What follows belongs to an exercise in optimizing a design on an open flow for small area and a short achievable clock period; a production flow would make more cautious choices.
Function was checked by simulation only, so behaviour that the tests miss may differ from the original.
Power figures rest on the tool's default switching activity, not on a simulated workload.

## flow/flow/run.sh

```bash
#!/bin/bash
# Own flow: the standard layout (standard.sh, unchanged synthesis), with
# the port buffers made of buf_4 cells instead of the library's default pick,
# and the resizer free to change a cell's footprint when it sizes it.
set -euo pipefail
bash standard.sh \
  BUFFER_PORTS_ARGS="-buffer_cell sky130_fd_sc_hd__buf_4" \
  MATCH_CELL_FOOTPRINT=0 \
  finish > standard.log 2>&1
```

## flow/standard.sh

```bash
#!/bin/bash
# synth_recipe.tcl (not shown) runs the flow's synth.tcl, then flattens the netlist and writes it again
# the make line also repeats each setting of config.mk as NAME=value (left out here)
make -C /OpenROAD-flow-scripts/flow DESIGN_CONFIG=/design/flow/config.mk WORK_HOME=/design/flow/orfs CLKGATE_MAP_FILE= SYNTH_SCRIPT=/design/flow/synth_recipe.tcl "${@:-finish}"
```

## flow/config.mk

```make
export PLATFORM = sky130hd
export DESIGN_NAME = nmr_acq_capture
export DESIGN_NICKNAME = nmr_acq_capture
export VERILOG_FILES = /design/flow/design.v
export SDC_FILE = /design/flow/constraint.sdc
export NUM_CORES = 4
export LEC_CHECK = 0
export CAP_MARGIN = 20
export CORE_MARGIN = 2
export CORE_UTILIZATION = 40
export CTS_CLUSTER_DIAMETER = 80
export CTS_CLUSTER_SIZE = 24
export SETUP_SLACK_MARGIN = 4.7
export SLEW_MARGIN = 20
```

## flow/constraint.sdc

```tcl
create_clock -name core_clock -period 7.0 [get_ports {CLK}]
set_input_delay 1.4000 -clock core_clock [delete_from_list [all_inputs] [get_ports {CLK}]]
set_output_delay 1.4000 -clock core_clock [all_outputs]
set_load 0.01 [all_outputs]
```

## flow/design.v

```verilog
package nmr_acq_pkg;
  localparam int SAMPLE_SLOT_W = 16;
endpackage
module nmr_sync_fifo (
  input  logic        CLK,
  input  logic [63:0] lo_we,
  input  logic [63:0] hi_we,
  input  logic [15:0] lo_data,
  input  logic [15:0] hi_data,
  input  logic [63:0] rd_sel,
  output logic [31:0] rd_data_a,
  output logic [31:0] rd_data_b
);
  logic [15:0] mem_lo [64];
  logic [15:0] mem_hi [64];
  always_ff @(posedge CLK) begin
    for (int i = 0; i < 64; i++) begin
      if (lo_we[i]) mem_lo[i] <= lo_data;
      if (hi_we[i]) mem_hi[i] <= hi_data;
    end
  end
  always_comb begin
    rd_data_a = '0;
    rd_data_b = '0;
    for (int i = 0; i < 32; i++) begin
      rd_data_a = rd_data_a | ({mem_hi[i],    mem_lo[i]}    & {32{rd_sel[i]}});
      rd_data_b = rd_data_b | ({mem_hi[i+32], mem_lo[i+32]} & {32{rd_sel[i+32]}});
    end
  end
endmodule
module nmr_acq_capture (
  input  logic        CLK,
  input  logic        RESET,
  input  logic        ADC_CLK,
  input  logic [15:0] ADC_DATA,
  input  logic        FSMSTAT,
  input  logic        ACQ_WND,
  input  logic [31:0] SAMPLES_PER_ECHO,
  output logic [31:0] M_DATA,
  output logic        M_VALID,
  input  logic        M_READY,
  output logic [31:0] ECHO_CNT,
  output logic [31:0] WORD_CNT,
  output logic        OVERFLOW,
  output logic        BUSY
);
  logic        busy_q, armed_q, capt_q, flush_q, waitlo_q;
  logic        adc_d;
  logic        pending_q;
  logic [31:0] rem_q;
  logic        unlim_q;
  logic        push_vld_q;
  logic [31:0] echo_q;
  logic [31:0] word_q;
  logic        ovf_q;
  logic [6:0]  cnt_q;
  logic        valid_q;    
  logic        ge2_q;      
  logic        full_q;     
  logic [5:0]  wr_q;
  logic [63:0] rd_oh;      
  logic [31:0] head_q;
  logic        idle, start_scan, arm_capt, capt_go, stb, take, last, flush_push;
  logic        pop, push_acc, head_ld, rd_adv;
  logic [63:0] wr_oh, lo_we, hi_we;
  logic [15:0] hi_data;
  logic [31:0] rd_data_a, rd_data_b;
  assign idle       = ~busy_q;
  assign stb        = ADC_CLK & ~adc_d;
  assign start_scan = idle & FSMSTAT;
  assign arm_capt   = armed_q & ACQ_WND;
  assign capt_go    = capt_q & ACQ_WND & FSMSTAT;
  assign take       = capt_go & stb;
  assign last       = take & ~unlim_q & (rem_q == 32'd1);
  assign flush_push = flush_q & pending_q;
  logic [31:0] rem_flip, echo_flip, word_flip;
  assign rem_flip  = rem_q  ^ (rem_q  - 32'd1);
  assign echo_flip = echo_q ^ (echo_q + 32'd1);
  assign word_flip = word_q ^ (word_q + 32'd1);
  always_ff @(posedge CLK or posedge RESET) begin
    if (RESET) begin
      busy_q   <= 1'b0;
      armed_q  <= 1'b0;
      capt_q   <= 1'b0;
      flush_q  <= 1'b0;
      waitlo_q <= 1'b0;
    end else begin
      busy_q   <= ~((idle & ~FSMSTAT) |
                    (armed_q & ~ACQ_WND & ~FSMSTAT) |
                    (waitlo_q & ACQ_WND & ~FSMSTAT));
      armed_q  <= start_scan |
                  (armed_q & ~ACQ_WND & FSMSTAT) |
                  (flush_q & ~ACQ_WND) |
                  (waitlo_q & ~ACQ_WND);
      capt_q   <= arm_capt | (capt_go & ~last);
      flush_q  <= (capt_q & ~capt_go) | last;
      waitlo_q <= (flush_q & ACQ_WND) | (waitlo_q & ACQ_WND & FSMSTAT);
    end
  end
  always_ff @(posedge CLK) begin
    adc_d <= ADC_CLK;
    rem_q <= arm_capt ? SAMPLES_PER_ECHO : rem_q ^ (rem_flip & {32{take}});
    if (arm_capt) unlim_q <= (SAMPLES_PER_ECHO == 32'd0);
  end
  always_ff @(posedge CLK or posedge RESET) begin
    if (RESET) begin
      pending_q  <= 1'b0;
      push_vld_q <= 1'b0;
      echo_q     <= '0;
      word_q     <= '0;
      ovf_q      <= 1'b0;
    end else begin
      push_vld_q <= (take & pending_q) | flush_push;
      if (take)            pending_q <= ~pending_q;
      else if (flush_push) pending_q <= 1'b0;
      echo_q <= start_scan ? '0 : echo_q ^ (echo_flip & {32{flush_q}});
      word_q <= start_scan ? '0 : word_q ^ (word_flip & {32{push_acc}});
      if (start_scan)                  ovf_q <= 1'b0;
      else if (push_vld_q & ~push_acc) ovf_q <= 1'b1;
    end
  end
  assign pop      = valid_q & M_READY;
  assign push_acc = push_vld_q & (~full_q | pop);
  assign head_ld  = ~valid_q | pop;
  assign rd_adv   = head_ld & (ge2_q | push_acc);
  always_comb begin
    for (int i = 0; i < 64; i++) wr_oh[i] = (wr_q == 6'(i));
  end
  assign lo_we   = wr_oh & {64{~pending_q & ~push_vld_q}};
  assign hi_we   = wr_oh & {64{pending_q}};
  assign hi_data = ADC_DATA & {16{~flush_q}};
  nmr_sync_fifo u_fifo (
    .CLK     (CLK),
    .lo_we   (lo_we),
    .hi_we   (hi_we),
    .lo_data (ADC_DATA),
    .hi_data (hi_data),
    .rd_sel  (rd_oh),
    .rd_data_a (rd_data_a),
    .rd_data_b (rd_data_b)
  );
  always_ff @(posedge CLK or posedge RESET) begin
    if (RESET)        head_q <= '0;
    else if (head_ld) head_q <= rd_data_a | rd_data_b;
  end
  logic       inc, dec;
  logic [6:0] cnt_p1, cnt_m1;
  logic       ge3, eq63;
  assign inc    = push_acc & ~pop;
  assign dec    = pop & ~push_acc;
  assign cnt_p1 = cnt_q + 7'd1;
  assign cnt_m1 = cnt_q - 7'd1;
  assign ge3    = (cnt_q >= 7'd3);
  assign eq63   = (cnt_q == 7'd63);
  always_ff @(posedge CLK or posedge RESET) begin
    if (RESET) begin
      wr_q    <= '0;
      rd_oh   <= 64'd1;
      cnt_q   <= '0;
      valid_q <= 1'b0;
      ge2_q   <= 1'b0;
      full_q  <= 1'b0;
    end else begin
      if (push_acc) wr_q <= wr_q + 6'd1;
      if (rd_adv)   rd_oh <= {rd_oh[62:0], rd_oh[63]};
      cnt_q   <= cnt_q ^ ((cnt_q ^ cnt_p1) & {7{inc}}) ^ ((cnt_q ^ cnt_m1) & {7{dec}});
      valid_q <= inc | (dec ? ge2_q : valid_q);
      ge2_q   <= inc ? valid_q : (dec ? ge3 : ge2_q);
      full_q  <= inc ? eq63 : (dec ? 1'b0 : full_q);
    end
  end
  assign M_DATA   = head_q;
  assign M_VALID  = valid_q;
  assign ECHO_CNT = echo_q;
  assign WORD_CNT = word_q;
  assign OVERFLOW = ovf_q;
  assign BUSY     = busy_q;
endmodule
```

==> impl_results.md, run 1 <==
- Internal power consumption: 19.23 mW
- Met2 track demand over resource: 47.53%
- Clock insertion delay at the later pin of the skew report: 0.84 ns
- Cell Chain, Critical Path: buf_6
- Sequential area share after synthesis: 80.80%
- Vias in the first global route: 50130
- Initial DRT Pass Iterations: 8
- Worst Path Required: 5.60 ns
- Via/cell ratio: 6.938
- Netlist area before placement: 83050 sq um
- Number of clock sinks seen by CTS: 2266
- Library cells used by synthesis: 55
- Number of buffers added on ports: 152
- Final clock skew: 0.09404 ns
- Stages on the worst setup path: 1
- Mean instance size in the synthesized netlist: 17.46 sq um
- Number of standard cells after synthesis: 4757
- Leakage power figure: 30.63 nW
- Share of total power consumed by net switching: 24.31%
- Top-area cell type share of the netlist area: 75.20%
- Setup TNS: 0 ns
- Status: complete, no violations
- Slew Viols, Final: 0
- Min-Delay Path Class: register to register
- Post-synthesis cell type with the largest combined area: sky130_fd_sc_hd__edfxtp_1
- Synth async-reset ratio: 8.120%
- Overall track demand over capacity in global routing: 32.19%
- Synth Area in Adders: 0.1808%
- Proportion of synthesized area in mux cells: 0.9400%
- Met1 GRT Util: 40.81%
- Worst setup slack for register-to-register paths: 4.65 ns
- Setup crit start kind: register
- Cell Rows: 167
- Layout area overhead: 15.30%
- Delay contributed by the slowest stage of the critical path: 0.52 ns
- Number of flops mapped to enable cells by yosys: 2080
- H-tree lvl count: 3
- Post-detail-place hpwl: 176.2 mm
- Worst Hold Path Cells: 1
- Area of placed instances: 89240 sq um
- Upper clock frequency limit: 344.5 MHz
- Core Area: 206700 sq um
- Critical path peak fanout: 2
- Most congested layer reported by global routing: met2
- Most common cell in the netlist: sky130_fd_sc_hd__edfxtp_1
- Final ANT Viol Nets: 0
- Switching power total: 6.176 mW
- Worst voltage drop across the vdd grid: 229.8 uV
- Worst-path cell with the longest stage delay: sky130_fd_sc_hd__dfrtp_2
- Routed length per instance: 44.12 um
- Number of hold violations in the final report: 0
- Met3 routing resource usage after global routing: 10.37%
- Total clock buffers created by CTS: 114
- Final cycle utilization of the critical path: 41.47%
- Endpoint type of the worst setup path: primary output
- Residual DRC count: 0
- Library cell used as clock root buffer: sky130_fd_sc_hd__clkbuf_16
- Xor and xnor area share after synthesis: 0.9702%
- Initial core utilization: 40.19%
- Family with the most delay on the worst path: flip-flops
- Gp weighted congestion: 0.8620
- Deepest clock path buffer count: 3
- Pwr Density: 265.3 nW/um^2
- Total number of vias: 54980
- Wire length of the first global-routing pass: 453.9 mm
- Post-synthesis net count: 4823
- Actual transition at the worst max-transition pin: 1.139 ns
- DR iter-0 viols: 11690
- Top cells by area in the synthesized netlist: sky130_fd_sc_hd__edfxtp_1, sky130_fd_sc_hd__a22oi_1, sky130_fd_sc_hd__dfrtp_1, sky130_fd_sc_hd__a22o_1, sky130_fd_sc_hd__clkbuf_1
- Yosys synthesis warning count: 4
- Vertical die dimension: 459.7 um
- Net count of the finished layout: 5190
- Tightest slew margin relative to the limit: 24.07%
- Main combinational cell family by area after synthesis: compound AO/OA/AOI/OAI gates
- Largest net degree at the start of global routing: 137
- Commonest cells post-synth: sky130_fd_sc_hd__edfxtp_1, sky130_fd_sc_hd__a22oi_1, sky130_fd_sc_hd__clkbuf_1
- Post-route cell area: 95760 sq um
- Clock-pin slew of the registers on the worst-case setup and hold paths: 0.10 ns
- Final setup violation count: 0
- Top_reg_cell synth: sky130_fd_sc_hd__edfxtp_1
- Crit path arrival time: 1.50 ns
- Worst path bufs/invs: 1
- Fraction of layout cells with a size suffix above 1: 21.98%
- Yosys reg bits: 2266
- Register share of total power: 61.0%
- Boundary Pins: 153
- CTS tree: built
- Logic depth of the worst register-to-register path: 6
- WL final: 349.7 mm
- Grt total ovfl: 0
- Post-synthesis share of cell area spent on and, or, nand and nor gates: 5.142%
- Max capacitance violation total: 0
- Comb pwr share: 8.3%
- Chip width: 459.7 um
- Antenna violations before repair: 16
- Critical setup path kind: register to primary output
- Final critical path time including I/O delays and setup: 2.903 ns
- Proportion of power drawn by the clock network: 30.7%
- Compound-Gate Fraction of Synth Area: 10.42%
- Unrepaired setup endpoints after global routing: true
- Area of the die: 211300 sq um
what timing repair did:
item,4_1_cts,5_1_grt
hold buffers,0,0
gates cloned,14,9
pin swaps,18,14
hold endpoints to repair,0,0
buffers inserted,111,50
setup endpoints to repair,2065,1616
gates resized for setup,274,97
cells in the final DEF, fill, tap and decap left out, types with 10 or more instances in the layout:
cell | synthesis | final
sky130_fd_sc_hd__a22o_1 | 135 | 135
sky130_fd_sc_hd__nor3_1 | 77 | 66
sky130_fd_sc_hd__inv_1 | 25 | 22
sky130_fd_sc_hd__nand3_1 | 112 | 104
sky130_fd_sc_hd__buf_6 | 0 | 169
sky130_fd_sc_hd__nand4_1 | 177 | 177
sky130_fd_sc_hd__nor2_4 | 0 | 10
sky130_fd_sc_hd__clkbuf_1 | 298 | 60
sky130_fd_sc_hd__mux2_4 | 0 | 64
sky130_fd_sc_hd__buf_12 | 0 | 16
sky130_fd_sc_hd__a222oi_1 | 32 | 32
sky130_fd_sc_hd__xor2_1 | 19 | 18
sky130_fd_sc_hd__o21ai_0 | 38 | 34
sky130_fd_sc_hd__ha_1 | 12 | 10
sky130_fd_sc_hd__dfrtp_2 | 0 | 87
sky130_fd_sc_hd__nor2b_4 | 0 | 32
sky130_fd_sc_hd__a21oi_1 | 46 | 45
sky130_fd_sc_hd__edfxtp_1 | 2080 | 2080
sky130_fd_sc_hd__a211oi_2 | 0 | 12
sky130_fd_sc_hd__nand2_1 | 92 | 70
sky130_fd_sc_hd__a221oi_1 | 122 | 116
sky130_fd_sc_hd__nor2_2 | 0 | 118
sky130_fd_sc_hd__a31oi_1 | 21 | 21
sky130_fd_sc_hd__a22oi_1 | 703 | 703
sky130_fd_sc_hd__nor4_1 | 48 | 34
sky130_fd_sc_hd__or3_1 | 14 | 11
sky130_fd_sc_hd__buf_4 | 0 | 348
sky130_fd_sc_hd__nand2_2 | 0 | 17
sky130_fd_sc_hd__xnor2_1 | 73 | 71
sky130_fd_sc_hd__dfrtp_1 | 183 | 69
sky130_fd_sc_hd__dfrtp_4 | 0 | 27
sky130_fd_sc_hd__clkbuf_16 | 0 | 117
sky130_fd_sc_hd__nor2_1 | 251 | 123
area by class of cell:
cell class	count	area, sq um
Fill cell	17370	110900
Tap cell	2704	3383
Antenna cell	7	17.52
Clock inverter	28	466.7
Sequential cell	2266	67320
Multi-Input combinational cell	2171	16260
Inverter	26	110.1
Timing Repair Buffer	545	5061
Clock buffer	178	3144
metal layers:
metal	up-vias	part of all wire [%]	routed length, um
li1	20130	-	-
met2	5503	43	149700
met1	28020	33	114000
met5	-	0.035	121
met3	1320	16	57380
met4	14	8.1	28480
power by group through the flow:
stage / registers (mW) / logic (mW) / clock network, mW
floorplan: 15.7 / 0.843 / 0
global placement: 15.8 / 1.68 / 0
detailed placement: 15.8 / 1.71 / 0
CTS: 15.5 / 1.99 / 7.79
global route: 15.5 / 2.17 / 8.22
finish: 15.5 / 2.10 / 7.81
sequential cells by signal, summed over array words and instances (netlist names), 6 cells and up, named ones only:
register and flops:
word_q 32, u_fifo.mem_lo 1024, wr_q 6, u_fifo.mem_hi 1024, echo_q 32, rd_oh 64, head_q 32, cnt_q 7
stage by stage:
stage | hold slack (ns) | utilization, % | setup slack (ns) | power [mW] | cells
floorplan | 0.4609 | - | 3.236 | 16.55 | 4757
global placement | 0.4864 | 43.17 | 3.013 | 17.45 | 7525
detailed placement | 0.4923 | 43.19 | 3.015 | 17.50 | 7527
CTS | 0.5054 | 45.91 | 4.087 | 25.26 | 7858
global route | 0.5273 | 46.33 | 4.088 | 25.90 | 7919
finish | 0.5038 | 46.34 | 4.097 | 25.40 | 7925
logic make-up (layout without fill, tap and decap cells):
logic type / after synthesis / in the layout
DFF: 2266 / 2266
AOI/OAI and AO/OA: 1130 / 1130
and+or+nand+nor: 846 / 867
buffers and inverters: 341 / 777
xor gates and xnor gates: 92 / 92
muxes: 70 / 70
adders and majority gates: 12 / 12
other: 0 / 7
path summary, 6_finish.rpt:
| path | start | end |
|---|---|---|
| hold reg to reg | cnt_q[6] | cnt_q[6] |
| min in group asynchronous | RESET | armed_q |
| hold / removal | cnt_q[6] | cnt_q[6] |
| setup / recovery | head_q[27] | M_DATA[27] |
| setup reg to reg | rd_oh[35] | head_q[26] |
| max in group asynchronous | RESET | word_q[9] |
==> inputs of run 2 (changes only) <==
--- a/flow/config.mk
+++ b/flow/config.mk
@@ -8,7 +8,8 @@
 export CAP_MARGIN = 20
 export CORE_MARGIN = 2
-export CORE_UTILIZATION = 40
+export CORE_UTILIZATION = 50
 export CTS_CLUSTER_DIAMETER = 80
 export CTS_CLUSTER_SIZE = 24
-export SETUP_SLACK_MARGIN = 4.7
+export PLACE_DENSITY = 0.65
+export SETUP_SLACK_MARGIN = 4.5
 export SLEW_MARGIN = 20
==> run 2 against run 1 <==
  * Setup slack got worse by 0.027 ns
  * Largest power group unchanged
  * Sequential power about the same
  * Sequential cell count stayed put
  * Fmax fell by 0.94%
  * Sequential share of layout area is 1.8 points higher
  * Non-clock buffer count is 69 lower
  * Synthesized cell count unchanged
  * Utilization is 10 points higher
  * Critical path type unchanged
  * Worst hold slack improved by 0.012 ns
  * Via count down 0.20%
  * Clock skew down 0.059 ns
==> impl_results.md, run 2 <==
- Number of flops mapped to enable cells by yosys: 2080 (unchanged)
- Routed metal-1 wire length: 105.9 mm (was 114.0 mm)
- Stages on the worst setup path: 1 (unchanged)
- Post-route cell area: 93330 sq um (was 95760 sq um)
- Commonest cells post-synth: sky130_fd_sc_hd__edfxtp_1, sky130_fd_sc_hd__a22oi_1, sky130_fd_sc_hd__clkbuf_1 (unchanged)
- Worst-path cell with the longest stage delay: sky130_fd_sc_hd__dfrtp_2 (unchanged)
- Number of buffers added on ports: 152 (unchanged)
- Top-area cell type share of the netlist area: 75.20% (unchanged)
- Total clock buffers created by CTS: 106 (was 114)
- CTS tree: built (unchanged)
- Final critical path time including I/O delays and setup: 2.931 ns (was 2.903 ns)
- Setup crit start kind: register (unchanged)
- Library cells used by synthesis: 55 (unchanged)
- Yosys reg bits: 2266 (unchanged)
- Top_reg_cell synth: sky130_fd_sc_hd__edfxtp_1 (unchanged)
- Worst Path Required: 5.60 ns (about the same)
- Highest metal layer with signal wires: met5 (unchanged)
- Chip width: 411.6 um (was 459.7 um)
- Via/cell ratio: 7.490 (was 6.938)
- H-tree lvl count: 3 (unchanged)
- Registers with the most flip-flops: u_fifo.mem_hi x1024, u_fifo.mem_lo x1024, rd_oh x64 (unchanged)
- Critical setup path kind: register to primary output (unchanged)
- Setup TNS: 0 ns (unchanged)
- Residual DRC count: 0 (unchanged)
- Fraction of layout cells with a size suffix above 1: 19.06% (was 21.98%)
- Net count of the finished layout: 5106 (was 5190)
- Crit path arrival time: 1.53 ns (was 1.50 ns)
- Cell Chain, Critical Path: buf_6 (unchanged)
- Tightest slew margin relative to the limit: 21.29% (was 24.07%)
- Delay contributed by the slowest stage of the critical path: 0.59 ns (was 0.52 ns)
- Number of standard cells after synthesis: 4757 (unchanged)
- Most used cells in the layout excluding fill and tap cells: sky130_fd_sc_hd__edfxtp_1, sky130_fd_sc_hd__a22oi_1, sky130_fd_sc_hd__buf_4 (unchanged)
- Grt total ovfl: 0 (unchanged)
- Vertical die dimension: 411.6 um (was 459.7 um)
- Netlist area before placement: 83050 sq um (unchanged)
- Most common cell in the netlist: sky130_fd_sc_hd__edfxtp_1 (unchanged)
- Endpoint type of the worst setup path: primary output (unchanged)
- Worst R2R Start: rd_oh[4] (was rd_oh[35])
- Clock-pin slew of the registers on the worst-case setup and hold paths: 0.10 ns (about the same)
- Critical path peak fanout: 3 (was 2)
- Sequential area share after synthesis: 80.80% (unchanged)
- Family with the most delay on the worst path: flip-flops (unchanged)
- Final cycle utilization of the critical path: 41.86% (was 41.47%)
- Deepest clock path buffer count: 3 (unchanged)
- Final setup violation count: 0 (unchanged)
- Synth async-reset ratio: 8.120% (unchanged)
- Yosys synthesis warning count: 4 (unchanged)
- Pre-CTS setup slack: 2.928 ns (was 3.015 ns)
- Commonest non-fill, non-tap cell in the layout: sky130_fd_sc_hd__edfxtp_1 (unchanged)
- Number of hold violations in the final report: 0 (unchanged)
- Number of clock sinks seen by CTS: 2266 (unchanged)
- Hold-fix buffers at CTS: 0 (unchanged)
- Final clock skew: 0.03496 ns (was 0.09404 ns)
- Initial DRT Pass Iterations: 16 (was 8)
- Antenna violations before repair: 8 (was 16)
- DR iter-0 viols: 12390 (was 11690)
- Vias in the first global route: 49680 (was 50130)
- Area of the die: 169400 sq um (was 211300 sq um)
- Min-Delay Path Class: register to register (unchanged)
- Initial core utilization: 50.34% (was 40.19%)
- Worst voltage drop across the vdd grid: 191.7 uV (was 229.8 uV)
- Final ANT Viol Nets: 0 (unchanged)
- Status: complete, no violations (unchanged)
- WL final: 329.3 mm (was 349.7 mm)
- Wire length of the first global-routing pass: 432.4 mm (was 453.9 mm)
- Logic depth of the worst register-to-register path: 6 (unchanged)
- Upper clock frequency limit: 341.2 MHz (was 344.5 MHz)
- Max capacitance violation total: 0 (unchanged)
- Pwr Density: 265.0 nW/um^2 (was 265.3 nW/um^2)
- Post-synthesis net count: 4823 (unchanged)
- Area of placed instances: 88340 sq um (was 89240 sq um)
- Overall track demand over capacity in global routing: 38.16% (was 32.19%)
- Unrepaired setup endpoints after global routing: true (unchanged)
- Cell Rows: 149 (was 167)
- Fin worst setup slack: 4.069 ns (was 4.097 ns)
- Library cell used as clock root buffer: sky130_fd_sc_hd__clkbuf_16 (unchanged)
- Post-detail-place hpwl: 169.4 mm (was 176.2 mm)
- Worst path bufs/invs: 1 (unchanged)
- Met2 WL: 137.7 mm (was 149.7 mm)
- Gp weighted congestion: 0.8878 (was 0.8620)
- Worst Setup SP: head_q[7] (was head_q[27])
- Total number of vias: 54870 (was 54980)
- Boundary Pins: 153 (unchanged)
- Wire length on met3: 62.26 mm (was 57.38 mm)
- Clock insertion delay at the later pin of the skew report: 0.78 ns (was 0.84 ns)
- Worst Hold Path Cells: 1 (unchanged)
- Slew Viols, Final: 0 (unchanged)
- Critical hold path startpoint: cnt_q[6] (unchanged)
- Layout area overhead: 12.37% (was 15.30%)
- Top cells by area in the synthesized netlist: sky130_fd_sc_hd__edfxtp_1, sky130_fd_sc_hd__a22oi_1, sky130_fd_sc_hd__dfrtp_1, sky130_fd_sc_hd__a22o_1, sky130_fd_sc_hd__clkbuf_1 (unchanged)
- Routed length per instance: 44.95 um (was 44.12 um)
- Actual transition at the worst max-transition pin: 1.181 ns (was 1.139 ns)
- Leakage power figure: 29.78 nW (was 30.63 nW)
- Post-synthesis cell type with the largest combined area: sky130_fd_sc_hd__edfxtp_1 (unchanged)
- Largest net degree at the start of global routing: 136 (was 137)
- Mean instance size in the synthesized netlist: 17.46 sq um (unchanged)
- Core Area: 165000 sq um (was 206700 sq um)
run 2: cell type report:
| cell class | count | area [sq um] |
|---|---|---|
| fillers | 12410 | 71660 |
| flip-flops and latches | 2266 | 67270 |
| multi-input cells | 2163 | 15860 |
| repair buffers | 476 | 4158 |
| clock buffers | 189 | 3059 |
| well taps | 2189 | 2739 |
| clock inverters | 9 | 110.1 |
| inverters | 26 | 107.6 |
| diodes | 7 | 17.52 |
| repair inverters | 1 | 7.507 |
run 2: kinds of logic after synthesis:
logic type | count (synthesis) | share of synthesized area [%]
flip-flops | 2266 | 80.80
AO/OA/AOI/OAI | 1130 | 10.42
AND/OR/NAND/NOR | 846 | 5.142
buffers and inverters | 341 | 1.550
XOR/XNOR | 92 | 0.9702
multiplexers | 70 | 0.9400
adder cells (fa/ha/maj) | 12 | 0.1808
run 2: power by group:
group | internal (mW) | switching (mW)
sequential | 15.2 | 0.280
combinational | 0.620 | 1.37
clock | 3.04 | 4.20
run 2: per-layer routing:
metal | GRT usage [%] | vias to the layer above
li1 | - | 19950
met1 | 50.80 | 27620
met2 | 54.60 | 6066
met3 | 14.30 | 1232
met4 | 20.39 | 6
met5 | 0.1413 | -
run 2: path summary, 6_finish.rpt:
kind / endpoint / slack (ns)
max: M_DATA[7] / 4.07
min: cnt_q[6] / 0.52
max reg2reg: head_q[7] / 4.42
min reg2reg: cnt_q[6] / 0.52
max in group asynchronous: rd_oh[44] / 4.86
min in group asynchronous: echo_q[20] / 0.90
run 2: what timing repair did:
item | in CTS | in global routing
pin swaps | 14 | 3
gates resized for setup | 178 | 52
endpoints found under the setup margin | 1583 | 1145
gates cloned | 13 | 1
buffers inserted | 88 | 21
run 2: worst register-to-register path, stage by stage (launching register included):
cell	delay [ns]
sky130_fd_sc_hd__dfrtp_2	0.77
sky130_fd_sc_hd__buf_4	0.50
sky130_fd_sc_hd__a22o_1	0.30
sky130_fd_sc_hd__a221oi_1	0.44
sky130_fd_sc_hd__nand4_1	0.17
sky130_fd_sc_hd__nor4_1	0.19
sky130_fd_sc_hd__a21oi_1	0.09
run 2: stage by stage:
stage | hold WS [ns] | power [mW] | utilization [%] | std cells
after floorplan | 0.4609 | 16.54 | - | 4757
final | 0.5153 | 24.74 | 56.57 | 7326
after CTS | 0.5231 | 24.55 | 56.32 | 7296
after detailed placement | 0.5025 | 17.45 | 53.54 | 6997
after global routing | 0.5420 | 25.17 | 56.56 | 7319
after global placement | 0.4983 | 17.41 | 53.52 | 6995
==> inputs of run 3 (changes only) <==
--- a/flow/config.mk
+++ b/flow/config.mk
@@ -6,5 +6,5 @@
 export NUM_CORES = 4
 export LEC_CHECK = 0
-export CAP_MARGIN = 20
+export CAP_MARGIN = 10
 export CORE_MARGIN = 2
 export CORE_UTILIZATION = 50
@@ -12,4 +12,4 @@
 export CTS_CLUSTER_SIZE = 24
 export PLACE_DENSITY = 0.65
-export SETUP_SLACK_MARGIN = 4.5
-export SLEW_MARGIN = 20
+export SETUP_SLACK_MARGIN = 4.3
+export SLEW_MARGIN = 10
==> run 3 against run 2 <==
  * Still clean on timing, DRC and antenna
  * Cell count fell by 0.26%
  * Critical path depth stayed put
  * Worst hold slack better by 0.0037 ns
  * Non-clock buffer count decreased by 23
  * First-iteration DRC count is 13% higher
  * Sequential share of layout area up 0.37 points
  * Global-route usage rose by 0.47 points
  * Register-to-register slack got worse by 0.26 ns
  * Via count grew 1.0%
  * Fmax increased by 0.68%
  * Critical path type unchanged
==> impl_results.md, run 3 <==
- Number of clock sinks seen by CTS: 2266 (unchanged)
- WL final: 335.0 mm (was 329.3 mm)
- Top_reg_cell synth: sky130_fd_sc_hd__edfxtp_1 (unchanged)
- Chip width: 411.6 um (unchanged)
- Final cycle utilization of the critical path: 41.58% (was 41.86%)
- Slew Viols, Final: 0 (unchanged)
- Grt total ovfl: 0 (unchanged)
- Worst R2R Start: rd_oh[41] (was rd_oh[4])
- Critical path peak fanout: 2 (was 3)
- Post-synthesis cell type with the largest combined area: sky130_fd_sc_hd__edfxtp_1 (unchanged)
- Total clock buffers created by CTS: 110 (was 106)
- Area of placed instances: 87950 sq um (was 88340 sq um)
- Cell Chain, Critical Path: buf_6 (unchanged)
- Number of flops mapped to enable cells by yosys: 2080 (unchanged)
- Vias in the first global route: 49200 (was 49680)
- Final setup violation count: 0 (unchanged)
- Min-Delay Path Class: register to register (unchanged)
- Crit path arrival time: 1.51 ns (was 1.53 ns)
- Fraction of layout cells with a size suffix above 1: 18.30% (was 19.06%)
- Worst reg2reg endpoint: head_q[10] (was head_q[7])
- Leakage power figure: 29.53 nW (was 29.78 nW)
- Critical setup path kind: register to primary output (unchanged)
- Unrepaired setup endpoints after global routing: true (unchanged)
- Total area of sequential cells: 67230 sq um (was 67270 sq um)
- Hold-fix buffers at CTS: 0 (unchanged)
- Worst Hold Path Cells: 1 (unchanged)
- Routed length per instance: 45.84 um (was 44.95 um)
- Cell Rows: 149 (unchanged)
- Top-area cell type share of the netlist area: 75.20% (unchanged)
- Total Power Consumption: 24.94 mW (was 24.74 mW)
- Setup TNS: 0 ns (unchanged)
- Layout area overhead: 11.74% (was 12.37%)
- Final clock skew: 0.06727 ns (was 0.03496 ns)
- Worst Path Required: 5.60 ns (about the same)
- Initial DRT Pass Iterations: 23 (was 16)
- Delay contributed by the slowest stage of the critical path: 0.53 ns (was 0.59 ns)
- Vertical die dimension: 411.6 um (unchanged)
- CTS tree: built (unchanged)
- Worst path bufs/invs: 1 (unchanged)
- Endpoint type of the worst setup path: primary output (unchanged)
- Worst setup slack for register-to-register paths: 4.16 ns (was 4.42 ns)
- Yosys synthesis warning count: 4 (unchanged)
- Antenna violations before repair: 13 (was 8)
- Final critical path time including I/O delays and setup: 2.911 ns (was 2.931 ns)
- Tightest slew margin relative to the limit: 17.78% (was 21.29%)
- Family with the most delay on the worst path: flip-flops (unchanged)
- Number of hold violations in the final report: 0 (unchanged)
- Core occupancy in the finished layout: 56.25% (was 56.57%)
- H-tree lvl count: 3 (unchanged)
- Most common cell in the netlist: sky130_fd_sc_hd__edfxtp_1 (unchanged)
- Registers with the most flip-flops: u_fifo.mem_hi x1024, u_fifo.mem_lo x1024, rd_oh x64 (unchanged)
- DR iter-0 viols: 14040 (was 12390)
- Yosys reg bits: 2266 (unchanged)
- Top cells by area in the synthesized netlist: sky130_fd_sc_hd__edfxtp_1, sky130_fd_sc_hd__a22oi_1, sky130_fd_sc_hd__dfrtp_1, sky130_fd_sc_hd__a22o_1, sky130_fd_sc_hd__clkbuf_1 (unchanged)
- Initial core utilization: 50.34% (unchanged)
- Deepest clock path buffer count: 3 (unchanged)
- Post-detail-place hpwl: 169.0 mm (was 169.4 mm)
- Library cell used as clock root buffer: sky130_fd_sc_hd__clkbuf_16 (unchanged)
- Overall track demand over capacity in global routing: 38.63% (was 38.16%)
- Setup crit start kind: register (unchanged)
- Boundary Pins: 153 (unchanged)
- Mean instance size in the synthesized netlist: 17.46 sq um (unchanged)
- Post-route cell area: 92810 sq um (was 93330 sq um)
- Status: complete, no violations (unchanged)
- Number of standard cells after synthesis: 4757 (unchanged)
- Commonest cells post-synth: sky130_fd_sc_hd__edfxtp_1, sky130_fd_sc_hd__a22oi_1, sky130_fd_sc_hd__clkbuf_1 (unchanged)
- Worst hold path endpoint: flush_q (was cnt_q[6])
- Largest net degree at the start of global routing: 95 (was 136)
- Critical hold path startpoint: capt_q (was cnt_q[6])
- Actual transition at the worst max-transition pin: 1.233 ns (was 1.181 ns)
- Net count of the finished layout: 5077 (was 5106)
- Fill cell total of the finished layout: 12570 (was 12410)
- Via/cell ratio: 7.585 (was 7.490)
- Logic depth of the worst register-to-register path: 5 (was 6)
- Sequential area share after synthesis: 80.80% (unchanged)
- Max capacitance violation total: 0 (unchanged)
- Final ANT Viol Nets: 0 (unchanged)
- Number of buffers added on ports: 152 (unchanged)
- Post-synthesis net count: 4823 (unchanged)
- Worst-path cell with the longest stage delay: sky130_fd_sc_hd__dfrtp_2 (unchanged)
- Clock insertion delay at the later pin of the skew report: 0.82 ns (was 0.78 ns)
- Area of the die: 169400 sq um (unchanged)
- Residual DRC count: 0 (unchanged)
- Core Area: 165000 sq um (unchanged)
- Library cells used by synthesis: 55 (unchanged)
- Most used cells in the layout excluding fill and tap cells: sky130_fd_sc_hd__edfxtp_1, sky130_fd_sc_hd__a22oi_1, sky130_fd_sc_hd__buf_4 (unchanged)
- Wire length of the first global-routing pass: 435.0 mm (was 432.4 mm)
- Netlist area before placement: 83050 sq um (unchanged)
- Footprint of the multi-input gates: 15280 sq um (was 15860 sq um)
- Upper clock frequency limit: 343.6 MHz (was 341.2 MHz)
- Gp weighted congestion: 0.8782 (was 0.8878)
- Synth async-reset ratio: 8.120% (unchanged)
- Total number of vias: 55430 (was 54870)
- Commonest non-fill, non-tap cell in the layout: sky130_fd_sc_hd__edfxtp_1 (unchanged)
- Clock-pin slew of the registers on the worst-case setup and hold paths: 0.10 ns (about the same)
- Worst voltage drop across the vdd grid: 227.1 uV (was 191.7 uV)
- Pwr Density: 268.8 nW/um^2 (was 265.0 nW/um^2)
==> run 3: layout make-up <==
cell class / instances / area share (%)
Antenna cell: 14 / 0.03775
Sequential cell: 2266 / 72.45
Multi-Input combinational cell: 2154 / 16.47
Tap cell: 2189 / 2.951
Clock inverter: 25 / 0.3788
Inverter: 26 / 0.1132
Clock buffer: 180 / 3.350
Timing Repair Buffer: 453 / 4.252
==> run 3: kinds of logic (layout without fill, tap and decap cells) <==
family / Yosys count / count (layout) / share of synthesized area [%]
flops: 2266 / 2266 / 80.80
compound gates: 1130 / 1130 / 10.42
simple gates: 846 / 850 / 5.142
buf+inv: 341 / 684 / 1.550
xor+xnor: 92 / 92 / 0.9702
mux: 70 / 70 / 0.9400
fa+ha+maj: 12 / 12 / 0.1808
other cells: 0 / 14 / 0
==> run 3: worst max path at each step <==
stage / cells past startpoint / to / slack (ns) / start
floorplan: 1 / armed_q / 3.24 / RESET
global placement: 7 / head_q[31] / 3.43 / M_READY
detailed placement: 7 / head_q[19] / 3.43 / M_READY
CTS: 1 / M_DATA[22] / 4.08 / head_q[22]
global route: 1 / M_DATA[22] / 4.09 / head_q[22]
finish: 1 / M_DATA[22] / 4.09 / head_q[22]
==> run 3: repair_timing <==
| action | in CTS | in global routing |
|---|---|---|
| cloned | 0 | 4 |
| endpoints found under the hold margin | 0 | 0 |
| buffers inserted | 69 | 16 |
| pin swaps | 4 | 1 |
| endpoints found under the setup margin | 212 | 586 |
| gates resized for setup | 135 | 9 |
==> run 3: power by group <==
group	switching (mW)	total, mW	internal (mW)
registers	0.264	15.5	15.2
logic	1.30	1.90	0.604
clock network	4.32	7.56	3.23
total	5.89	24.9	19.1
==> run 3: per-layer routing <==
metal | track usage, % | vias to the layer above | share of wire (%)
met5 | 0 | - | 0.077
met4 | 20.66 | 21 | 7.0
met3 | 15.90 | 1381 | 19
met2 | 53.88 | 6461 | 41
met1 | 51.67 | 27680 | 32
li1 | - | 19880 | -
==> run 3: through the flow <==
| stage | hold WS, ns | cells | worst slack, ns |
|---|---|---|---|
| 3_5_place_dp | 0.5020 | 6989 | 3.434 |
| 2_1_floorplan | 0.4504 | 4757 | 3.236 |
| 6_report | 0.5190 | 7307 | 4.089 |
| 3_3_place_gp | 0.4959 | 6989 | 3.433 |
| 4_1_cts | 0.5249 | 7263 | 4.079 |
| 5_1_grt | 0.5347 | 7294 | 4.085 |
==> inputs of run 4 (changes only) <==
--- a/flow/config.mk
+++ b/flow/config.mk
@@ -6,5 +6,5 @@
 export NUM_CORES = 4
 export LEC_CHECK = 0
-export CAP_MARGIN = 10
+export CAP_MARGIN = 20
 export CORE_MARGIN = 2
 export CORE_UTILIZATION = 50
@@ -13,3 +13,3 @@
 export PLACE_DENSITY = 0.65
 export SETUP_SLACK_MARGIN = 4.3
-export SLEW_MARGIN = 10
+export SLEW_MARGIN = 20
==> run 4 against run 3 <==
  * Critical path type unchanged
  * Routed wire length barely moved
  * Critical endpoint is now M_DATA[5]
  * Still clean on timing, DRC and antenna
  * Largest cell class unchanged
  * Largest power group unchanged
  * Sequential cell count did not move
  * First-iteration DRC count shrank 3.1%
  * Count of clock-buffer cells in the layout is 4 lower
==> impl_results.md, run 4 <==
- Status: complete, no violations (unchanged)
- Commonest non-fill, non-tap cell in the layout: sky130_fd_sc_hd__edfxtp_1 (unchanged)
- Clock insertion delay at the later pin of the skew report: 0.82 ns (about the same)
- Leakage power figure: 29.61 nW (was 29.53 nW)
- Fin worst setup slack: 4.098 ns (was 4.089 ns)
- Number of clock sinks seen by CTS: 2266 (unchanged)
- Total Power Consumption: 25.00 mW (was 24.94 mW)
- Overall track demand over capacity in global routing: 38.69% (was 38.63%)
- Number of standard cells after synthesis: 4757 (unchanged)
- Critical setup path kind: register to primary output (unchanged)
- Most common cell in the netlist: sky130_fd_sc_hd__edfxtp_1 (unchanged)
- Library cells used by synthesis: 55 (unchanged)
- Crit path arrival time: 1.50 ns (was 1.51 ns)
- Setup TNS: 0 ns (unchanged)
- Max capacitance violation total: 0 (unchanged)
- Unrepaired setup endpoints after global routing: true (unchanged)
- Post-synthesis cell type with the largest combined area: sky130_fd_sc_hd__edfxtp_1 (unchanged)
- Vertical die dimension: 411.6 um (unchanged)
- Clock-pin slew of the registers on the worst-case setup and hold paths: 0.09 ns (was 0.10 ns)
- Final cycle utilization of the critical path: 41.46% (was 41.58%)
- Largest net degree at the start of global routing: 95 (unchanged)
- Netlist area before placement: 83050 sq um (unchanged)
- WL final: 335.0 mm (about the same)
- Grt total ovfl: 0 (unchanged)
- Final ANT Viol Nets: 0 (unchanged)
- Net count of the finished layout: 5083 (was 5077)
- Residual DRC count: 0 (unchanged)
- Worst path bufs/invs: 1 (unchanged)
- Initial DRT Pass Iterations: 21 (was 23)
- Endpoint type of the worst setup path: primary output (unchanged)
- Antenna violations before repair: 10 (was 13)
- DR iter-0 viols: 13600 (was 14040)
- Family with the most delay on the worst path: flip-flops (unchanged)
- Top-area cell type share of the netlist area: 75.20% (unchanged)
- Boundary Pins: 153 (unchanged)
- Delay contributed by the slowest stage of the critical path: 0.52 ns (was 0.53 ns)
- Yosys synthesis warning count: 4 (unchanged)
- Min-Delay Path Class: register to register (unchanged)
- Number of hold violations in the final report: 0 (unchanged)
- Deepest clock path buffer count: 3 (unchanged)
- Vias in the first global route: 49080 (was 49200)
- Pwr Density: 268.9 nW/um^2 (was 268.8 nW/um^2)
- Final setup violation count: 0 (unchanged)
- Layout area overhead: 11.96% (was 11.74%)
- Worst voltage drop across the vdd grid: 225.8 uV (was 227.1 uV)
- Initial core utilization: 50.34% (unchanged)
- Top_reg_cell synth: sky130_fd_sc_hd__edfxtp_1 (unchanged)
- Top cells by area in the synthesized netlist: sky130_fd_sc_hd__edfxtp_1, sky130_fd_sc_hd__a22oi_1, sky130_fd_sc_hd__dfrtp_1, sky130_fd_sc_hd__a22o_1, sky130_fd_sc_hd__clkbuf_1 (unchanged)
- Chip width: 411.6 um (unchanged)
- Library cell used as clock root buffer: sky130_fd_sc_hd__clkbuf_16 (unchanged)
- Slew Viols, Final: 0 (unchanged)
- Area of the die: 169400 sq um (unchanged)
- Number of flops mapped to enable cells by yosys: 2080 (unchanged)
- Hold-fix buffers at CTS: 0 (unchanged)
- Gp weighted congestion: 0.8782 (unchanged)
- Fraction of layout cells with a size suffix above 1: 18.30% (about the same)
- Registers with the most flip-flops: u_fifo.mem_hi x1024, u_fifo.mem_lo x1024, rd_oh x64 (unchanged)
- Mean instance size in the synthesized netlist: 17.46 sq um (unchanged)
- Critical path peak fanout: 2 (unchanged)
- Post-detail-place hpwl: 169.1 mm (was 169.0 mm)
- Cell Rows: 149 (unchanged)
- Yosys reg bits: 2266 (unchanged)
- Number of buffers added on ports: 152 (unchanged)
- Worst-path cell with the longest stage delay: sky130_fd_sc_hd__dfrtp_2 (unchanged)
- Tightest slew margin relative to the limit: 17.69% (was 17.78%)
- Pre-CTS setup slack: 3.434 ns (about the same)
- Synth async-reset ratio: 8.120% (unchanged)
- Most used cells in the layout excluding fill and tap cells: sky130_fd_sc_hd__edfxtp_1, sky130_fd_sc_hd__a22oi_1, sky130_fd_sc_hd__buf_4 (unchanged)
- Worst Path Required: 5.60 ns (about the same)
- Upper clock frequency limit: 344.6 MHz (was 343.6 MHz)
- Sequential area share after synthesis: 80.80% (unchanged)
- Total clock buffers created by CTS: 109 (was 110)
- H-tree lvl count: 3 (unchanged)
- Cell Chain, Critical Path: buf_6 (unchanged)
- Final clock skew: 0.07284 ns (was 0.06727 ns)
- Via/cell ratio: 7.571 (was 7.585)
- Total number of vias: 55370 (was 55430)
- Core Area: 165000 sq um (unchanged)
- CTS tree: built (unchanged)
- Wire length of the first global-routing pass: 435.3 mm (was 435.0 mm)
- Routed length per instance: 45.80 um (was 45.84 um)
- Final critical path time including I/O delays and setup: 2.902 ns (was 2.911 ns)
- Setup crit start kind: register (unchanged)
- Post-synthesis net count: 4823 (unchanged)
- Commonest cells post-synth: sky130_fd_sc_hd__edfxtp_1, sky130_fd_sc_hd__a22oi_1, sky130_fd_sc_hd__clkbuf_1 (unchanged)
- Actual transition at the worst max-transition pin: 1.235 ns (was 1.233 ns)
- Fill cell total of the finished layout: 12510 (was 12570)
run 4: final timing paths:
check,cells past startpoint,to,slack (ns),from
max,1,M_DATA[5],4.10,head_q[5]
min,1,cnt_q[6],0.52,cnt_q[6]
max reg2reg,5,head_q[10],4.18,rd_oh[17]
min reg2reg,1,cnt_q[6],0.52,cnt_q[6]
max in group asynchronous,4,head_q[19],4.74,RESET
min in group asynchronous,3,echo_q[7],0.83,RESET
run 4: where the power goes:
| part | switching [mW] | internal (mW) | total [mW] |
|---|---|---|---|
| sequential | 0.259 | 15.2 | 15.5 |
| combinational | 1.30 | 0.624 | 1.92 |
| clock | 4.31 | 3.29 | 7.60 |
run 4: logic make-up (layout without fill, tap and decap cells):
logic type                 after synthesis  count (layout)  share of synthesized area (%)
AOI/OAI and AO/OA                     1130            1130                          10.42
and+or+nand+nor                        846             846                          5.142
muxes                                   70              70                         0.9400
DFF                                   2266            2266                          80.80
other                                    0              19                              0
adders and majority gates               12              12                         0.1808
buffers and inverters                  341             689                          1.550
xor gates and xnor gates                92              92                         0.9702
run 4: repair_timing:
item	in CTS	in global routing
setup buffers	74	16
resized for setup	135	6
pin swaps	5	0
endpoints found under the setup margin	195	402
run 4: cell type report:
cell class                 instances  area [sq um]  share of cell area (%)
inverter                          26         101.3                  0.1090
sequential                      2266         67230                   72.31
tap                             2189          2739                   2.946
multi-input combinational       2150         15250                   16.40
antenna                           19         47.55                 0.05113
clock inverter                    23         401.6                  0.4319
clock buffer                     176          3063                   3.294
timing repair buffer             464          4151                   4.465
run 4: metrics by stage:
step / instances / cell area, sq um / util (%) / hold slack [ns]
3_5_place_dp: 6991 / 87990 / 53.33 / 0.5035
5_1_grt: 7295 / 92940 / 56.33 / 0.5345
3_3_place_gp: 6989 / 87950 / 53.30 / 0.4959
4_1_cts: 7264 / 92460 / 56.04 / 0.5239
2_1_floorplan: 4757 / 83270 / - / 0.4504
6_report: 7313 / 92980 / 56.36 / 0.5240
run 4: metal layers:
| layer | global-route usage [%] | up-vias | share of wire, % |
|---|---|---|---|
| met1 | 51.53 | 27730 | 33 |
| li1 | - | 19910 | - |
| met3 | 16.74 | 1344 | 19 |
| met5 | 0 | - | 0.048 |
| met2 | 54.25 | 6371 | 41 |
| met4 | 19.26 | 12 | 6.8 |
==> inputs of run 5 (changes only) <==
--- a/flow/config.mk
+++ b/flow/config.mk
@@ -9,6 +9,6 @@
 export CORE_MARGIN = 2
 export CORE_UTILIZATION = 50
-export CTS_CLUSTER_DIAMETER = 80
-export CTS_CLUSTER_SIZE = 24
+export CTS_CLUSTER_DIAMETER = 60
+export CTS_CLUSTER_SIZE = 20
 export PLACE_DENSITY = 0.65
 export SETUP_SLACK_MARGIN = 4.3
==> run 5 against run 4 <==
  * Critical path depth did not move
  * Total power grew 6.7%
  * Die area unchanged
  * Clock power up 22%
  * Clock skew down 0.032 ns
  * Highest routed layer unchanged
==> impl_results.md, run 5 <==
- Status: complete, no violations (unchanged)
- Library cells used by synthesis: 55 (unchanged)
- Largest net degree at the start of global routing: 95 (unchanged)
- Core occupancy in the finished layout: 57.20% (was 56.36%)
- Fin worst setup slack: 4.062 ns (was 4.098 ns)
- Cell Chain, Critical Path: buf_6 (unchanged)
- Core Area: 165000 sq um (unchanged)
- Initial DRT Pass Iterations: 20 (was 21)
- Number of hold violations in the final report: 0 (unchanged)
- Routed length per instance: 45.44 um (was 45.80 um)
- WL final: 335.2 mm (was 335.0 mm)
- Tightest slew margin relative to the limit: 15.84% (was 17.69%)
- DR iter-0 viols: 13830 (was 13600)
- Unrepaired setup endpoints after global routing: true (unchanged)
- Yosys synthesis warning count: 4 (unchanged)
- Fraction of layout cells with a size suffix above 1: 19.71% (was 18.30%)
- Switching power total: 6.278 mW (was 5.863 mW)
- Layout area overhead: 13.63% (was 11.96%)
- Setup TNS: 0 ns (unchanged)
- Cell count after placement: 6991 (unchanged)
- Worst Hold Path Cells: 1 (unchanged)
- Worst R2R Start: rd_oh[17] (unchanged)
- Family with the most delay on the worst path: flip-flops (unchanged)
- Total clock buffers created by CTS: 148 (was 109)
- Final cycle utilization of the critical path: 41.97% (was 41.46%)
- Worst Path Required: 5.60 ns (about the same)
- Final ANT Viol Nets: 0 (unchanged)
- Critical path peak fanout: 2 (unchanged)
- Mean instance size in the synthesized netlist: 17.46 sq um (unchanged)
- Share of total power consumed by net switching: 23.54% (was 23.45%)
- Area of the die: 169400 sq um (unchanged)
- Worst voltage drop across the vdd grid: 289.6 uV (was 225.8 uV)
- Residual DRC count: 0 (unchanged)
- Pwr Density: 282.6 nW/um^2 (was 268.9 nW/um^2)
- Fill cell total of the finished layout: 12330 (was 12510)
- Post-synthesis cell type with the largest combined area: sky130_fd_sc_hd__edfxtp_1 (unchanged)
- CTS tree: built (unchanged)
- Clock insertion delay at the later pin of the skew report: 0.85 ns (was 0.82 ns)
- Upper clock frequency limit: 340.4 MHz (was 344.6 MHz)
- Slew Viols, Final: 0 (unchanged)
- Antenna violations before repair: 11 (was 10)
- Most common cell in the netlist: sky130_fd_sc_hd__edfxtp_1 (unchanged)
- Grt total ovfl: 0 (unchanged)
- Commonest cells post-synth: sky130_fd_sc_hd__edfxtp_1, sky130_fd_sc_hd__a22oi_1, sky130_fd_sc_hd__clkbuf_1 (unchanged)
- Actual transition at the worst max-transition pin: 1.262 ns (was 1.235 ns)
- Register share of total power: 58.0% (was 61.9%)
- Critical setup path kind: register to primary output (unchanged)
- Pre-CTS setup slack: 3.434 ns (unchanged)
- Endpoint type of the worst setup path: primary output (unchanged)
- Commonest non-fill, non-tap cell in the layout: sky130_fd_sc_hd__edfxtp_1 (unchanged)
- Worst reg2reg endpoint: head_q[10] (unchanged)
- Deepest clock path buffer count: 3 (unchanged)
- H-tree lvl count: 4 (was 3)
- Wire length of the first global-routing pass: 437.1 mm (was 435.3 mm)
- Top cells by area in the synthesized netlist: sky130_fd_sc_hd__edfxtp_1, sky130_fd_sc_hd__a22oi_1, sky130_fd_sc_hd__dfrtp_1, sky130_fd_sc_hd__a22o_1, sky130_fd_sc_hd__clkbuf_1 (unchanged)
- Final setup violation count: 0 (unchanged)
- Clock-pin slew of the registers on the worst-case setup and hold paths: 0.09 ns (about the same)
- Worst hold path endpoint: flush_q (was cnt_q[6])
- Leakage power figure: 30.33 nW (was 29.61 nW)
- Gp weighted congestion: 0.8782 (unchanged)
- Sequential area share after synthesis: 80.80% (unchanged)
- Internal power consumption: 20.39 mW (was 19.14 mW)
- Proportion of power drawn by the clock network: 34.7% (was 30.4%)
- Yosys reg bits: 2266 (unchanged)
- Total number of vias: 55540 (was 55370)
- Synth async-reset ratio: 8.120% (unchanged)
- Count of non-filler cells in the finished layout: 7377 (was 7313)
- Worst-path cell with the longest stage delay: sky130_fd_sc_hd__dfrtp_2 (unchanged)
- Most used cells in the layout excluding fill and tap cells: sky130_fd_sc_hd__edfxtp_1, sky130_fd_sc_hd__a22oi_1, sky130_fd_sc_hd__buf_4 (unchanged)
- Stages on the worst setup path: 1 (unchanged)
- Number of buffers added on ports: 152 (unchanged)
- Logic depth of the worst register-to-register path: 5 (unchanged)
- Critical hold path startpoint: capt_q (was cnt_q[6])
- Worst path bufs/invs: 1 (unchanged)
- Via/cell ratio: 7.528 (was 7.571)
- Min-Delay Path Class: register to register (unchanged)
- Post-synthesis net count: 4823 (unchanged)
- Final critical path time including I/O delays and setup: 2.938 ns (was 2.902 ns)
- Comb pwr share: 7.2% (was 7.7%)
- Final clock skew: 0.04128 ns (was 0.07284 ns)
- Number of standard cells after synthesis: 4757 (unchanged)
- Initial core utilization: 50.34% (unchanged)
- Registers with the most flip-flops: u_fifo.mem_hi x1024, u_fifo.mem_lo x1024, rd_oh x64 (unchanged)
- Boundary Pins: 153 (unchanged)
- Max capacitance violation total: 0 (unchanged)
- Post-detail-place hpwl: 169.1 mm (unchanged)
- Number of flops mapped to enable cells by yosys: 2080 (unchanged)
- Library cell used as clock root buffer: sky130_fd_sc_hd__clkbuf_16 (unchanged)
- Top_reg_cell synth: sky130_fd_sc_hd__edfxtp_1 (unchanged)
- Netlist area before placement: 83050 sq um (unchanged)
- Setup crit start kind: register (unchanged)
- Chip width: 411.6 um (unchanged)
- Worst setup slack for register-to-register paths: 4.17 ns (was 4.18 ns)
- Crit path arrival time: 1.54 ns (was 1.50 ns)
- Number of clock sinks seen by CTS: 2266 (unchanged)
- Vertical die dimension: 411.6 um (unchanged)
- Cell Rows: 149 (unchanged)
- Top-area cell type share of the netlist area: 75.20% (unchanged)
- Net count of the finished layout: 5124 (was 5083)
- Delay contributed by the slowest stage of the critical path: 0.53 ns (was 0.52 ns)
- Overall track demand over capacity in global routing: 38.92% (was 38.69%)
- Vias in the first global route: 49530 (was 49080)
[run 5: cell counts after synthesis]
No cell type changed its count.
[run 5: repair_timing]
action	4_1_cts	5_1_grt
buffers inserted	75	18
gates cloned	0	0
resized for setup	135	5
endpoints found under the setup margin	214	420
pin swaps	5	1
hold buffers	0	0
[run 5: cells by family after synthesis]
| kind of cell | count (synthesis) | share of synthesized area, % |
|---|---|---|
| AOI/OAI and AO/OA | 1130 | 10.42 |
| xor gates and xnor gates | 92 | 0.9702 |
| adders and majority gates | 12 | 0.1808 |
| buffers and inverters | 341 | 1.550 |
| DFF | 2266 | 80.80 |
| muxes | 70 | 0.9400 |
| and+or+nand+nor | 846 | 5.142 |
[run 5: power groups by stage]
stage	Combinational, mW	Clock, mW	Sequential (mW)
4_1_cts	1.79	9.20	15.5
3_3_place_gp	1.58	0	15.8
2_1_floorplan	0.755	0	15.7
3_5_place_dp	1.61	0	15.8
6_report	1.92	9.27	15.5
5_1_grt	1.98	9.67	15.5
[run 5: layout make-up]
type / instances / area (sq um) / area share [%]
antenna: 12 / 30.03 / 0.03182
sequential: 2266 / 67230 / 71.24
timing repair buffer: 466 / 4139 / 4.386
multi-input combinational: 2150 / 15240 / 16.15
clock inverter: 57 / 706.9 / 0.7491
inverter: 26 / 101.3 / 0.1074
tap: 2189 / 2739 / 2.902
clock buffer: 211 / 4178 / 4.427
[run 5: stage by stage]
step | hold slack, ns | cell area, sq um | power [mW]
global placement | 0.4959 | 87950 | 17.35
finish | 0.5176 | 94370 | 26.67
CTS | 0.5212 | 93890 | 26.47
global route | 0.5309 | 94340 | 27.15
detailed placement | 0.5035 | 87990 | 17.40
floorplan | 0.4504 | 83270 | 16.46
[run 5: routing by layer]
| metal | GRT usage (%) | vias up | wire length (um) |
|---|---|---|---|
| li1 | - | 20040 | - |
| met1 | 51.61 | 27770 | 109500 |
| met2 | 54.31 | 6390 | 138500 |
| met3 | 17.16 | 1325 | 64670 |
| met4 | 19.89 | 8 | 22360 |
| met5 | 0.3392 | - | 201 |
[run 5: worst max-delay path by stage]
stage	from	endpoint
after floorplan	RESET	armed_q
after global placement	M_READY	head_q[31]
after detailed placement	M_READY	head_q[19]
after CTS	head_q[22]	M_DATA[22]
after global routing	head_q[22]	M_DATA[22]
final	head_q[22]	M_DATA[22]
==> inputs of run 6 (changes only) <==
--- a/flow/config.mk
+++ b/flow/config.mk
@@ -9,6 +9,6 @@
 export CORE_MARGIN = 2
 export CORE_UTILIZATION = 50
-export CTS_CLUSTER_DIAMETER = 60
-export CTS_CLUSTER_SIZE = 20
+export CTS_CLUSTER_DIAMETER = 70
+export CTS_CLUSTER_SIZE = 28
 export PLACE_DENSITY = 0.65
 export SETUP_SLACK_MARGIN = 4.3
==> run 6 against run 5 <==
  * Still clean on timing, DRC and antenna
  * Cell count down 0.72%
  * Global-route usage fell by 0.14 points
  * Via count decreased by 0.93%
  * Combinational power hardly changed
  * First-iteration DRC count shrank 0.57%
  * Worst hold slack better by 0.0064 ns
  * Clock power decreased by 11%
  * Critical path type unchanged
  * Largest cell class unchanged
  * Highest routed layer unchanged
==> impl_results.md, run 6 <==
- Net count of the finished layout: 5088 (was 5124)
- Initial DRT Pass Iterations: 21 (was 20)
- Number of clock sinks seen by CTS: 2266 (unchanged)
- Crit path arrival time: 1.53 ns (was 1.54 ns)
- Pwr Density: 274.3 nW/um^2 (was 282.6 nW/um^2)
- Proportion of power drawn by the clock network: 32.2% (was 34.7%)
- Overall track demand over capacity in global routing: 38.78% (was 38.92%)
- Final critical path time including I/O delays and setup: 2.933 ns (was 2.938 ns)
- Total clock buffers created by CTS: 115 (was 148)
- Library cells used by synthesis: 55 (unchanged)
- Worst Path Required: 5.60 ns (about the same)
- Worst setup slack for register-to-register paths: 4.23 ns (was 4.17 ns)
- Via/cell ratio: 7.512 (was 7.528)
- Max capacitance violation total: 0 (unchanged)
- Final setup violation count: 0 (unchanged)
- Number of standard cells after synthesis: 4757 (unchanged)
- Post-route cell area: 93610 sq um (was 94370 sq um)
- Endpoint type of the worst setup path: primary output (unchanged)
- Delay contributed by the slowest stage of the critical path: 0.53 ns (about the same)
- Switching power total: 6.255 mW (was 6.278 mW)
- Core occupancy in the finished layout: 56.73% (was 57.20%)
- Fill cell total of the finished layout: 12460 (was 12330)
- Library cell used as clock root buffer: sky130_fd_sc_hd__clkbuf_16 (unchanged)
- Netlist area before placement: 83050 sq um (unchanged)
- Setup TNS: 0 ns (unchanged)
- Chip width: 411.6 um (unchanged)
- Internal power consumption: 19.42 mW (was 20.39 mW)
- Yosys synthesis warning count: 4 (unchanged)
- Wire length of the first global-routing pass: 435.7 mm (was 437.1 mm)
- Final ANT Viol Nets: 0 (unchanged)
- Min-Delay Path Class: register to register (unchanged)
- Clock-pin slew of the registers on the worst-case setup and hold paths: 0.10 ns (was 0.09 ns)
- Residual DRC count: 0 (unchanged)
- Hold-fix buffers at CTS: 0 (unchanged)
- Post-detail-place hpwl: 169.1 mm (unchanged)
- Worst-path cell with the longest stage delay: sky130_fd_sc_hd__dfrtp_2 (unchanged)
- Antenna violations before repair: 11 (unchanged)
- DR iter-0 viols: 13750 (was 13830)
- Post-synthesis cell type with the largest combined area: sky130_fd_sc_hd__edfxtp_1 (unchanged)
- Cell count after placement: 6991 (unchanged)
- Largest net degree at the start of global routing: 95 (unchanged)
- Area of the die: 169400 sq um (unchanged)
- Number of buffers added on ports: 152 (unchanged)
- Count of non-filler cells in the finished layout: 7324 (was 7377)
- Top-area cell type share of the netlist area: 75.20% (unchanged)
- Clock insertion delay at the later pin of the skew report: 0.84 ns (was 0.85 ns)
- Critical path peak fanout: 2 (unchanged)
- Commonest cells post-synth: sky130_fd_sc_hd__edfxtp_1, sky130_fd_sc_hd__a22oi_1, sky130_fd_sc_hd__clkbuf_1 (unchanged)
- Sequential area share after synthesis: 80.80% (unchanged)
- Vertical die dimension: 411.6 um (unchanged)
- Final cycle utilization of the critical path: 41.90% (was 41.97%)
- Worst voltage drop across the vdd grid: 258.3 uV (was 289.6 uV)
- Fin worst setup slack: 4.067 ns (was 4.062 ns)
- Total Power Consumption: 25.68 mW (was 26.67 mW)
- Area of placed instances: 87990 sq um (unchanged)
- Slew Viols, Final: 0 (unchanged)
- Pre-CTS setup slack: 3.434 ns (unchanged)
- Status: complete, no violations (unchanged)
- Setup crit start kind: register (unchanged)
- Family with the most delay on the worst path: flip-flops (unchanged)
- Top_reg_cell synth: sky130_fd_sc_hd__edfxtp_1 (unchanged)
- H-tree lvl count: 3 (was 4)
- Total number of vias: 55020 (was 55540)
- Tightest hold margin: 0.5241 ns (was 0.5176 ns)
- Footprint of the multi-input gates: 15250 sq um (was 15240 sq um)
- Mean instance size in the synthesized netlist: 17.46 sq um (unchanged)
- Deepest clock path buffer count: 3 (unchanged)
- Actual transition at the worst max-transition pin: 1.256 ns (was 1.262 ns)
- Leakage power figure: 29.90 nW (was 30.33 nW)
- Final clock skew: 0.07294 ns (was 0.04128 ns)
- CTS tree: built (unchanged)
- Number of flops mapped to enable cells by yosys: 2080 (unchanged)
- Critical setup path kind: register to primary output (unchanged)
- Top cells by area in the synthesized netlist: sky130_fd_sc_hd__edfxtp_1, sky130_fd_sc_hd__a22oi_1, sky130_fd_sc_hd__dfrtp_1, sky130_fd_sc_hd__a22o_1, sky130_fd_sc_hd__clkbuf_1 (unchanged)
- Comb pwr share: 7.5% (was 7.2%)
- Registers with the most flip-flops: u_fifo.mem_hi x1024, u_fifo.mem_lo x1024, rd_oh x64 (unchanged)
- Initial core utilization: 50.34% (unchanged)
- Layout area overhead: 12.70% (was 13.63%)
- Total area of sequential cells: 67230 sq um (unchanged)
- Vias in the first global route: 49250 (was 49530)
- Fraction of layout cells with a size suffix above 1: 19.50% (was 19.71%)
- Most common cell in the netlist: sky130_fd_sc_hd__edfxtp_1 (unchanged)
- Synth async-reset ratio: 8.120% (unchanged)
- Post-synthesis net count: 4823 (unchanged)
- Core Area: 165000 sq um (unchanged)
- Share of total power consumed by net switching: 24.36% (was 23.54%)
- Cell Rows: 149 (unchanged)
- WL final: 334.5 mm (was 335.2 mm)
- Tightest slew margin relative to the limit: 16.25% (was 15.84%)
- Commonest non-fill, non-tap cell in the layout: sky130_fd_sc_hd__edfxtp_1 (unchanged)
- Unrepaired setup endpoints after global routing: true (unchanged)
- Boundary Pins: 153 (unchanged)
- Upper clock frequency limit: 341.0 MHz (was 340.4 MHz)
- Number of hold violations in the final report: 0 (unchanged)
- Worst path bufs/invs: 1 (unchanged)
- Routed length per instance: 45.67 um (was 45.44 um)
- Register share of total power: 60.3% (was 58.0%)
- Most used cells in the layout excluding fill and tap cells: sky130_fd_sc_hd__edfxtp_1, sky130_fd_sc_hd__a22oi_1, sky130_fd_sc_hd__buf_4 (unchanged)
- Grt total ovfl: 0 (unchanged)
- Yosys reg bits: 2266 (unchanged)
- Cell Chain, Critical Path: buf_6 (unchanged)
- Gp weighted congestion: 0.8782 (unchanged)
run 6: cell counts after synthesis:
Identical to the previous run, type by type.
run 6: metal layers:
metal / routed length [um] / global-route usage [%] / share of wire (%)
met5: 179 / 0 / 0.054
met4: 22860 / 20.44 / 6.8
met3: 65770 / 17.01 / 20
met2: 137700 / 53.99 / 41
met1: 108000 / 51.37 / 32
run 6: cells by family (layout without fill, tap and decap cells):
logic type	count (synthesis)	in the layout	share of synthesized area (%)
other cells	0	11	0
mux	70	70	0.9400
simple gates	846	846	5.142
compound gates	1130	1130	10.42
buf+inv	341	708	1.550
flops	2266	2266	80.80
fa+ha+maj	12	12	0.1808
xor+xnor	92	92	0.9702
run 6: repair_timing:
action                                 4_1_cts  5_1_grt
gates resized for setup                    134        7
setup endpoints to repair                  175      383
endpoints found under the hold margin        0        0
pin swaps                                    5        0
setup buffers                               74       15
run 6: area by class of cell:
cell class              instances  share of cell area (%)
multi-input cells            2150                   16.29
repair buffers                463                   4.424
flip-flops and latches       2266                   71.83
diodes                         11                 0.02941
clock buffers                 133                   3.224
inverters                      26                  0.1083
well taps                    2189                   2.926
clock inverters                86                   1.174
run 6: power groups by stage:
stage	registers [mW]	logic [mW]	clock network, mW
2_1_floorplan	15.7	0.755	0
3_3_place_gp	15.8	1.58	0
3_5_place_dp	15.8	1.61	0
4_1_cts	15.5	1.79	8.22
5_1_grt	15.5	1.98	8.66
6_report	15.5	1.92	8.27
run 6: path summary, 6_finish.rpt:
| check | cells after the start | from | to |
|---|---|---|---|
| max | 1 | head_q[5] | M_DATA[5] |
| min | 1 | cnt_q[6] | cnt_q[6] |
| max reg2reg | 5 | rd_oh[17] | head_q[10] |
| min reg2reg | 1 | cnt_q[6] | cnt_q[6] |
| max in group asynchronous | 4 | RESET | echo_q[17] |
| min in group asynchronous | 3 | RESET | echo_q[7] |

## afterwards: timing with drivers on the ports
No port has a modelled driver above. Below, the same layouts with a new extraction and two added sets of constraints. Step 1 sets driving cells, clkbuf_16 on the clock port and buf_2 on the other inputs (assumed; they add their load-dependent delay and slew). Step 2 also shifts input and output timing later by t, the mid clock arrival at the registers, as if the neighbouring blocks saw the same clock. Slacks: no drivers / after step 1 / after step 2; pairs: no drivers / after step 1.
| run | t (ns) | setup slack, ns | hold slack, ns | clock arrival spread, ns |
|---|---|---|---|---|
| run 1 | 0.874 | 4.097 / 4.016 / 3.795 | 0.504 / 0.504 / 0.504 | 0.102 / 0.102 |
| run 2 | 0.843 | 4.069 / 3.988 / 3.656 | 0.515 / 0.515 / 0.515 | 0.037 / 0.037 |
| run 3 | 0.863 | 4.089 / 4.007 / 3.566 | 0.519 / 0.519 / 0.519 | 0.078 / 0.078 |
| run 4 | 0.865 | 4.098 / 4.012 / 3.538 | 0.524 / 0.524 / 0.524 | 0.089 / 0.090 |
| run 5 | 0.909 | 4.062 / 3.978 / 3.530 | 0.518 / 0.518 / 0.518 | 0.047 / 0.047 |
| run 6 | 0.889 | 4.067 / 3.982 / 3.546 | 0.524 / 0.524 / 0.524 | 0.081 / 0.081 |
After both steps every run listed still meets setup and hold. For run 4, which loses most, drivers alone change the setup slack by -0.086 ns; drivers and shift together by -0.560 ns.
